Source: an optimization exercise on an open RTL-to-GDS flow (aim: small area). Production flows keep margins and buffers that such runs may drop. At most, simulation tests tie the RTL to the original design; equivalence was not proved. Power figures rest on the tool's default switching activity, not on a simulated workload.

==> inputs of trial 43 <==
## password_cracker
module password_cracker (
  input  logic         clk,
  input  logic         reset_n,
  input  logic         start,
  input  logic [127:0] target_hash,
  input  logic         hash_done,
  input  logic [511:0] hashes,
  output logic [255:0] candidates,
  output logic         hash_reset,
  output logic         hash_start,
  output logic         found,
  output logic [63:0]  password,
  output logic [39:0]  elapsed,
  output logic [2:0]   state
);
==> module crack_ctrl, before the edit <==
module crack_ctrl (
  input  logic       clk,
  input  logic       reset_n,
  input  logic       start,
  input  logic       hash_done,
  input  logic       hit,
  input  logic [1:0] hit_lane,
  output logic [2:0] state,
  output logic [1:0] found_lane,
  output logic       in_compare,
  output logic       in_idle,
  output logic       in_found,
  output logic       hash_reset,
  output logic       hash_start,
  output logic       found
);
  logic       hr;
  logic [2:0] abc;
  logic       st_idle, st_load, st_wait, st_cmp, st_found;
  logic       step, leave_hr;
  assign st_idle  = !hr && !abc[2] && !abc[1] && !abc[0];
  assign st_load  = !hr && !abc[2] && !abc[1] &&  abc[0];
  assign st_wait  = !hr && !abc[2] &&  abc[1] && !abc[0];
  assign st_cmp   = !hr && !abc[2] &&  abc[1] &&  abc[0];
  assign st_found = !hr &&  abc[2];
  assign leave_hr = hr && (abc == 3'd0);
  assign step     = hr || st_load || (st_wait && hash_done);
  always_ff @(posedge clk) begin
    if (!reset_n) begin
      hr  <= 1'b0;
      abc <= 3'd0;
    end else begin
      hr <= (st_idle && start) || (st_cmp && !hit) || (hr && !leave_hr);
      if (step)                     abc <= abc + 3'd1;
      else if (st_idle && start)    abc <= 3'd1;
      else if (st_cmp && !hit)      abc <= 3'd1;
      else if (st_cmp)              abc <= {1'b1, hit_lane};
      else if (st_found && start)   abc <= 3'd0;
    end
  end
  assign state      = {!hr && (abc[2] || (abc[1] && abc[0])),
                       !hr && !abc[2] && (abc[1] != abc[0]),
                       hr || abc[2] || (abc[1] && !abc[0])};
  assign found_lane = abc[1:0];
  assign in_idle    = st_idle;
  assign in_compare = st_cmp;
  assign in_found   = st_found;
  assign hash_reset = hr;
  assign hash_start = st_load;
  assign found      = st_found;
endmodule
==> module result_buffer, before the edit <==
module result_buffer (
  input  logic        clk,
  input  logic        reset_n,
  input  logic        in_idle,
  input  logic        in_found,
  input  logic [1:0]  found_lane,
  input  logic [31:0] digits,
  input  logic [3:0]  d6_odd,
  input  logic [3:0]  d7_l1,
  input  logic [3:0]  d7_l2,
  input  logic [3:0]  d7_l3,
  output logic [39:0] elapsed,
  output logic [63:0] password
);
  logic [9:0] nines;
  always_comb begin
    nines[0] = 1'b1;
    for (int d = 0; d < 9; d++) begin
      nines[d+1] = nines[d] & cracker_pkg::bcd_is9(elapsed[4*d +: 4]);
    end
  end
  always_ff @(posedge clk) begin
    for (int d = 0; d < 10; d++) begin
      if (!reset_n || in_idle) elapsed[4*d +: 4] <= 4'd0;
      else                     elapsed[4*d +: 4] <= elapsed[4*d +: 4] ^ cracker_pkg::bcd_toggle(elapsed[4*d +: 4], !in_found & nines[d]);
    end
  end
  logic [3:0] p7, p6;
  always_comb begin
    case (found_lane)
      2'd0: begin p7 = digits[31:28]; p6 = digits[27:24]; end
      2'd1: begin p7 = d7_l1;         p6 = d6_odd;        end
      2'd2: begin p7 = d7_l2;         p6 = digits[27:24]; end
      default: begin p7 = d7_l3;      p6 = d6_odd;        end
    endcase
  end
  logic [31:0] pw_bcd;
  assign pw_bcd = {p7, p6, digits[23:0]};
  always_comb begin
    for (int d = 0; d < 8; d++) begin
      password[8*d +: 8] = {4'h3, pw_bcd[4*d +: 4]};
    end
  end
endmodule
==> module password_cracker, before the edit <==
module password_cracker (
  input  logic         clk,
  input  logic         reset_n,
  input  logic         start,
  input  logic [127:0] target_hash,
  input  logic         hash_done,
  input  logic [511:0] hashes,
  output logic [255:0] candidates,
  output logic         hash_reset,
  output logic         hash_start,
  output logic         found,
  output logic [63:0]  password,
  output logic [39:0]  elapsed,
  output logic [2:0]   state
);
  logic        hit;
  logic [1:0]  hit_lane, found_lane;
  logic        in_compare, in_idle, in_found;
  logic [31:0] digits;
  logic [3:0]  d6_odd, d7_l1, d7_l2, d7_l3;
  crack_ctrl ctrl0 (
    .clk        (clk),
    .reset_n    (reset_n),
    .start      (start),
    .hash_done  (hash_done),
    .hit        (hit),
    .hit_lane   (hit_lane),
    .state      (state),
    .found_lane (found_lane),
    .in_compare (in_compare),
    .in_idle    (in_idle),
    .in_found   (in_found),
    .hash_reset (hash_reset),
    .hash_start (hash_start),
    .found      (found)
  );
  candidate_gen gen0 (
    .clk        (clk),
    .reset_n    (reset_n),
    .advance    (in_compare && !hit),
    .digits     (digits),
    .d6_odd     (d6_odd),
    .d7_l1      (d7_l1),
    .d7_l2      (d7_l2),
    .d7_l3      (d7_l3),
    .candidates (candidates)
  );
  match_unit match0 (
    .hashes      (hashes),
    .target_hash (target_hash),
    .hit         (hit),
    .lane        (hit_lane)
  );
  result_buffer result0 (
    .clk         (clk),
    .reset_n     (reset_n),
    .in_idle     (in_idle),
    .in_found    (in_found),
    .found_lane  (found_lane),
    .digits      (digits),
    .d6_odd      (d6_odd),
    .d7_l1       (d7_l1),
    .d7_l2       (d7_l2),
    .d7_l3       (d7_l3),
    .elapsed     (elapsed),
    .password    (password)
  );
endmodule
==> flow/config.mk <==
export PLATFORM = sky130hd
export DESIGN_NAME = password_cracker
export DESIGN_NICKNAME = password_cracker
export VERILOG_FILES = /design/flow/design.v
export SDC_FILE = /design/flow/constraint.sdc
export NUM_CORES = 4
export LEC_CHECK = 0
export CAP_MARGIN = 0
export CORE_AREA = 10 10 280 280
export DIE_AREA = 0 0 290 290
export GPL_TIMING_DRIVEN = 0
export SLEW_MARGIN = 0
==> flow/constraint.sdc <==
create_clock -name core_clock -period 6.0 [get_ports {clk}]
set_input_delay 1.2000 -clock core_clock [delete_from_list [all_inputs] [get_ports {clk}]]
set_output_delay 1.2000 -clock core_clock [all_outputs]
set_load 0.01 [all_outputs]
standard.sh (not shown) runs the stock make flow with config.mk's settings and CLKGATE_MAP_FILE= SYNTH_SCRIPT=/design/flow/synth_recipe.tcl, a recipe that flattens the netlist after the stock synthesis.
==> flow/flow/run.sh <==
#!/bin/bash
# The standard ORFS flow (standard.sh) with these changes to how the layout is made:
#  - synthesis maps logic with an area-oriented abc script (flow/synth.tcl, flow/abc_area.script),
#    without xor2 cells and without the half/full adder cells (both simulate slowly at gate level);
#    everything else in it is synth_recipe.tcl, so registers and their names are unchanged
#  - after floorplan, one conb_1 tie cell drives all constant outputs (flow/pair_ties.tcl)
#  - ports get the smallest buffer (buf_1)
#  - the clock tree uses mid-size clock buffers and no dummy loads
# make's output goes to standard_*.log; each tool's full log is under orfs/logs/.
set -eo pipefail
W=$PWD
export BUFFER_PORTS_ARGS="-buffer_cell sky130_fd_sc_hd__buf_1"
export CTS_ARGS="-buf_list {sky130_fd_sc_hd__clkbuf_4 sky130_fd_sc_hd__clkbuf_8} -sink_clustering_enable -sink_clustering_size 10 -sink_clustering_max_diameter 60 -dont_use_dummy_load"
export REMOVE_ABC_BUFFERS=1
export FLOW_ABC_SCRIPT=$W/flow/abc_area.script
sed "s#SYNTH_SCRIPT=[^ ]*#SYNTH_SCRIPT=$W/flow/synth.tcl#" standard.sh > own_standard.sh
R=$W/orfs/results/$FLOW_PLATFORM/password_cracker/base
FLOW_ABC_DONT_USE="sky130_fd_sc_hd__xor2_1 sky130_fd_sc_hd__xor2_2 sky130_fd_sc_hd__xor2_4" ADDER_MAP_FILE= \
  bash own_standard.sh $R/2_1_floorplan.odb > standard_floorplan.log 2>&1
TIE_GROUP=80 TIE_ODB=$R/2_1_floorplan.odb openroad -no_init -exit flow/pair_ties.tcl > pair_ties.log 2>&1
bash own_standard.sh > standard.log 2>&1
==> flow/flow/abc_area.script <==
&get -n
&st
&dc2
&dc2
&dch -f
&nf -R 20
&put
Other scripts of this flow, unchanged in this note and not shown: flow/flow/pair_ties.tcl, flow/flow/synth.tcl
==> inputs of trial 92, as changes to trial 43 <==
--- a/flow/design.v
+++ b/flow/design.v
@@ -46,5 +46,3 @@
   input  logic       hit,
-  input  logic [1:0] hit_lane,
   output logic [2:0] state,
-  output logic [1:0] found_lane,
   output logic       in_compare,
@@ -59,10 +57,12 @@
   logic       st_idle, st_load, st_wait, st_cmp, st_found;
-  logic       step, leave_hr;
-  assign st_idle  = !hr && !abc[2] && !abc[1] && !abc[0];
-  assign st_load  = !hr && !abc[2] && !abc[1] &&  abc[0];
-  assign st_wait  = !hr && !abc[2] &&  abc[1] && !abc[0];
-  assign st_cmp   = !hr && !abc[2] &&  abc[1] &&  abc[0];
-  assign st_found = !hr &&  abc[2];
-  assign leave_hr = hr && (abc == 3'd0);
-  assign step     = hr || st_load || (st_wait && hash_done);
+  logic       step, enter_hr, leave_hr, to_idle;
+  assign st_idle  = !hr && !abc[2] && !abc[1];
+  assign st_load  = !hr &&  abc[1] && !abc[0];
+  assign st_wait  = !hr &&  abc[1] &&  abc[0];
+  assign st_cmp   = !hr &&  abc[2] && !abc[0];
+  assign st_found = !hr &&  abc[2] &&  abc[0];
+  assign leave_hr = hr && (abc == 3'd1);
+  assign enter_hr = (st_idle && start) || (st_cmp && !hit);
+  assign step     = hr || st_load || (st_wait && hash_done) || (st_cmp && hit);
+  assign to_idle  = st_found && start;
   always_ff @(posedge clk) begin
@@ -72,14 +72,9 @@
     end else begin
-      hr <= (st_idle && start) || (st_cmp && !hit) || (hr && !leave_hr);
-      if (step)                     abc <= abc + 3'd1;
-      else if (st_idle && start)    abc <= 3'd1;
-      else if (st_cmp && !hit)      abc <= 3'd1;
-      else if (st_cmp)              abc <= {1'b1, hit_lane};
-      else if (st_found && start)   abc <= 3'd0;
-    end
-  end
-  assign state      = {!hr && (abc[2] || (abc[1] && abc[0])),
-                       !hr && !abc[2] && (abc[1] != abc[0]),
-                       hr || abc[2] || (abc[1] && !abc[0])};
-  assign found_lane = abc[1:0];
+      hr <= enter_hr || (hr && !leave_hr);
+      if (step)          abc <= abc + 3'd1;
+      else if (enter_hr) abc <= 3'd2;
+      else if (to_idle)  abc <= 3'd0;
+    end
+  end
+  assign state      = {!hr && abc[2], !hr && abc[1], hr || abc[0]};
   assign in_idle    = st_idle;
@@ -158,3 +153,4 @@
   input  logic        in_found,
-  input  logic [1:0]  found_lane,
+  input  logic        take_result,
+  input  logic [1:0]  hit_lane,
   input  logic [31:0] digits,
@@ -180,5 +176,9 @@
   end
+  logic [1:0] lane_q;
+  always_ff @(posedge clk) begin
+    if (take_result) lane_q <= hit_lane;
+  end
   logic [3:0] p7, p6;
   always_comb begin
-    case (found_lane)
+    case (lane_q)
       2'd0: begin p7 = digits[31:28]; p6 = digits[27:24]; end
@@ -214,3 +214,3 @@
   logic        hit;
-  logic [1:0]  hit_lane, found_lane;
+  logic [1:0]  hit_lane;
   logic        in_compare, in_idle, in_found;
@@ -224,5 +224,3 @@
     .hit        (hit),
-    .hit_lane   (hit_lane),
     .state      (state),
-    .found_lane (found_lane),
     .in_compare (in_compare),
@@ -256,3 +254,4 @@
     .in_found    (in_found),
-    .found_lane  (found_lane),
+    .take_result (in_compare && hit),
+    .hit_lane    (hit_lane),
     .digits      (digits),
==> flow/flow/abc_area.script (replaced) <==
&get -n
&st
&dc2
&dc2
&dch -f
&nf -R 100
&put
- CAP_MARGIN: 0 -> 20
- CORE_AREA: 10 10 280 280 -> 10 10 290 290
- DIE_AREA: 0 0 290 290 -> 0 0 300 300
- SLEW_MARGIN: 0 -> 20
==> inputs of trial 88, as changes to trial 43 <==
--- a/flow/design.v
+++ b/flow/design.v
@@ -46,5 +46,3 @@
   input  logic       hit,
-  input  logic [1:0] hit_lane,
   output logic [2:0] state,
-  output logic [1:0] found_lane,
   output logic       in_compare,
@@ -59,10 +57,12 @@
   logic       st_idle, st_load, st_wait, st_cmp, st_found;
-  logic       step, leave_hr;
-  assign st_idle  = !hr && !abc[2] && !abc[1] && !abc[0];
-  assign st_load  = !hr && !abc[2] && !abc[1] &&  abc[0];
-  assign st_wait  = !hr && !abc[2] &&  abc[1] && !abc[0];
-  assign st_cmp   = !hr && !abc[2] &&  abc[1] &&  abc[0];
-  assign st_found = !hr &&  abc[2];
-  assign leave_hr = hr && (abc == 3'd0);
-  assign step     = hr || st_load || (st_wait && hash_done);
+  logic       step, enter_hr, leave_hr, to_idle;
+  assign st_idle  = !hr && !abc[2] && !abc[1];
+  assign st_load  = !hr &&  abc[1] && !abc[0];
+  assign st_wait  = !hr &&  abc[1] &&  abc[0];
+  assign st_cmp   = !hr &&  abc[2] && !abc[0];
+  assign st_found = !hr &&  abc[2] &&  abc[0];
+  assign leave_hr = hr && (abc == 3'd1);
+  assign enter_hr = (st_idle && start) || (st_cmp && !hit);
+  assign step     = hr || st_load || (st_wait && hash_done) || (st_cmp && hit);
+  assign to_idle  = st_found && start;
   always_ff @(posedge clk) begin
@@ -72,14 +72,9 @@
     end else begin
-      hr <= (st_idle && start) || (st_cmp && !hit) || (hr && !leave_hr);
-      if (step)                     abc <= abc + 3'd1;
-      else if (st_idle && start)    abc <= 3'd1;
-      else if (st_cmp && !hit)      abc <= 3'd1;
-      else if (st_cmp)              abc <= {1'b1, hit_lane};
-      else if (st_found && start)   abc <= 3'd0;
-    end
-  end
-  assign state      = {!hr && (abc[2] || (abc[1] && abc[0])),
-                       !hr && !abc[2] && (abc[1] != abc[0]),
-                       hr || abc[2] || (abc[1] && !abc[0])};
-  assign found_lane = abc[1:0];
+      hr <= enter_hr || (hr && !leave_hr);
+      if (step)          abc <= abc + 3'd1;
+      else if (enter_hr) abc <= 3'd2;
+      else if (to_idle)  abc <= 3'd0;
+    end
+  end
+  assign state      = {!hr && abc[2], !hr && abc[1], hr || abc[0]};
   assign in_idle    = st_idle;
@@ -158,3 +153,4 @@
   input  logic        in_found,
-  input  logic [1:0]  found_lane,
+  input  logic        take_result,
+  input  logic [1:0]  hit_lane,
   input  logic [31:0] digits,
@@ -180,5 +176,9 @@
   end
+  logic [1:0] lane_q;
+  always_ff @(posedge clk) begin
+    if (take_result) lane_q <= hit_lane;
+  end
   logic [3:0] p7, p6;
   always_comb begin
-    case (found_lane)
+    case (lane_q)
       2'd0: begin p7 = digits[31:28]; p6 = digits[27:24]; end
@@ -214,3 +214,3 @@
   logic        hit;
-  logic [1:0]  hit_lane, found_lane;
+  logic [1:0]  hit_lane;
   logic        in_compare, in_idle, in_found;
@@ -224,5 +224,3 @@
     .hit        (hit),
-    .hit_lane   (hit_lane),
     .state      (state),
-    .found_lane (found_lane),
     .in_compare (in_compare),
@@ -256,3 +254,4 @@
     .in_found    (in_found),
-    .found_lane  (found_lane),
+    .take_result (in_compare && hit),
+    .hit_lane    (hit_lane),
     .digits      (digits),
==> flow/flow/abc_area.script (replaced) <==
&get -n
&st
&dc2
&dc2
&dch -f
&nf -R 1000
&put
- CAP_MARGIN: 0 -> 20
- CORE_AREA: 10 10 280 280 -> 10 10 290 290
- DIE_AREA: 0 0 290 290 -> 0 0 300 300
- SLEW_MARGIN: 0 -> 20
==> qor summary <==
| metric | trial 92 | trial 88 | trial 43 |
|---|---|---|---|
| Run status | no timing/DRC/antenna violations | no timing/DRC/antenna violations | no timing/DRC/antenna violations |
| Count of flip-flops with a built-in enable after synthesis | 2 | 2 | 0 |
| Fmax | 177 MHz | 177 MHz | 172 MHz |
| Share of cell area taken by multi-input logic gates | 0.530 | 0.530 | 0.533 |
| Post-synthesis simple-gate area fraction | 0.176 | 0.176 | 0.183 |
| Share of final-layout standard cells stronger than drive strength 1 | 0.0340 | 0.0340 | 0.00951 |
| Length of routed wiring on met1 | 35500 um | 35500 um | 39300 um |
| Sinks on the clock net | 78 | 78 | 76 |
| Net switching component of the power | 0.000801 W | 0.000801 W | 0.000958 W |
| First DRT Iteration DRCs | 830 | 830 | 1061 |
| Final Worst Setup Slack | 0.340 ns | 0.340 ns | 0.194 ns |
| WL met2 | 48200 um | 48200 um | 57700 um |
| Post-detailed-route wirelength per cell | 31.5 um | 31.5 um | 37.6 um |
| Fraction of area in registers | 0.116 | 0.116 | 0.111 |
| Fraction of post-synthesis cell area in the top cell type by area | 0.418 | 0.418 | 0.393 |
| Compound-Gate Fraction of Synth Area | 0.0577 | 0.0577 | 0.0819 |
| All-Layer GR Usage | 0.197 | 0.197 | 0.252 |
| Part of the power in combinational logic | 0.528 | 0.528 | 0.576 |
| Biggest cell delay along the critical path | 0.78 ns | 0.78 ns | 0.84 ns |
| Critical Path RT | 6.23 ns | 6.23 ns | 6.22 ns |
| Layout sequential cell count | 78 | 78 | 76 |
| Cells after Synth | 1343 | 1343 | 1401 |
The RTL of trial 43 was laid out without a check of its function.

separate check: timing with driven ports:
The flow's constraints put no driver on any port. The routed layouts listed below were extracted and timed again, unchanged, in two steps. Step 1, drivers: a clkbuf_16 drives clk and a buf_2 each remaining input, both assumed. Step 2 times the ports against the registers' clock, not the clock port: input delays grow and output delays shrink by t, the midpoint of the rising clock arrivals with the driver on. Three values: ideal, step 1, step 2; two values: the first two.
run	t, ns	setup slack, ns	hold slack, ns	worst setup path at the end
trial 43	0.377	0.194 / 0.192 / -0.185	0.504 / 0.504 / 0.504	input to register
trial 92	0.405	0.340 / 0.250 / -0.155	0.501 / 0.501 / 0.501	input to register
trial 88	0.405	0.340 / 0.250 / -0.155	0.501 / 0.501 / 0.501	input to register
With both steps, setup timing fails in every run listed, where it was met with ideal ports.
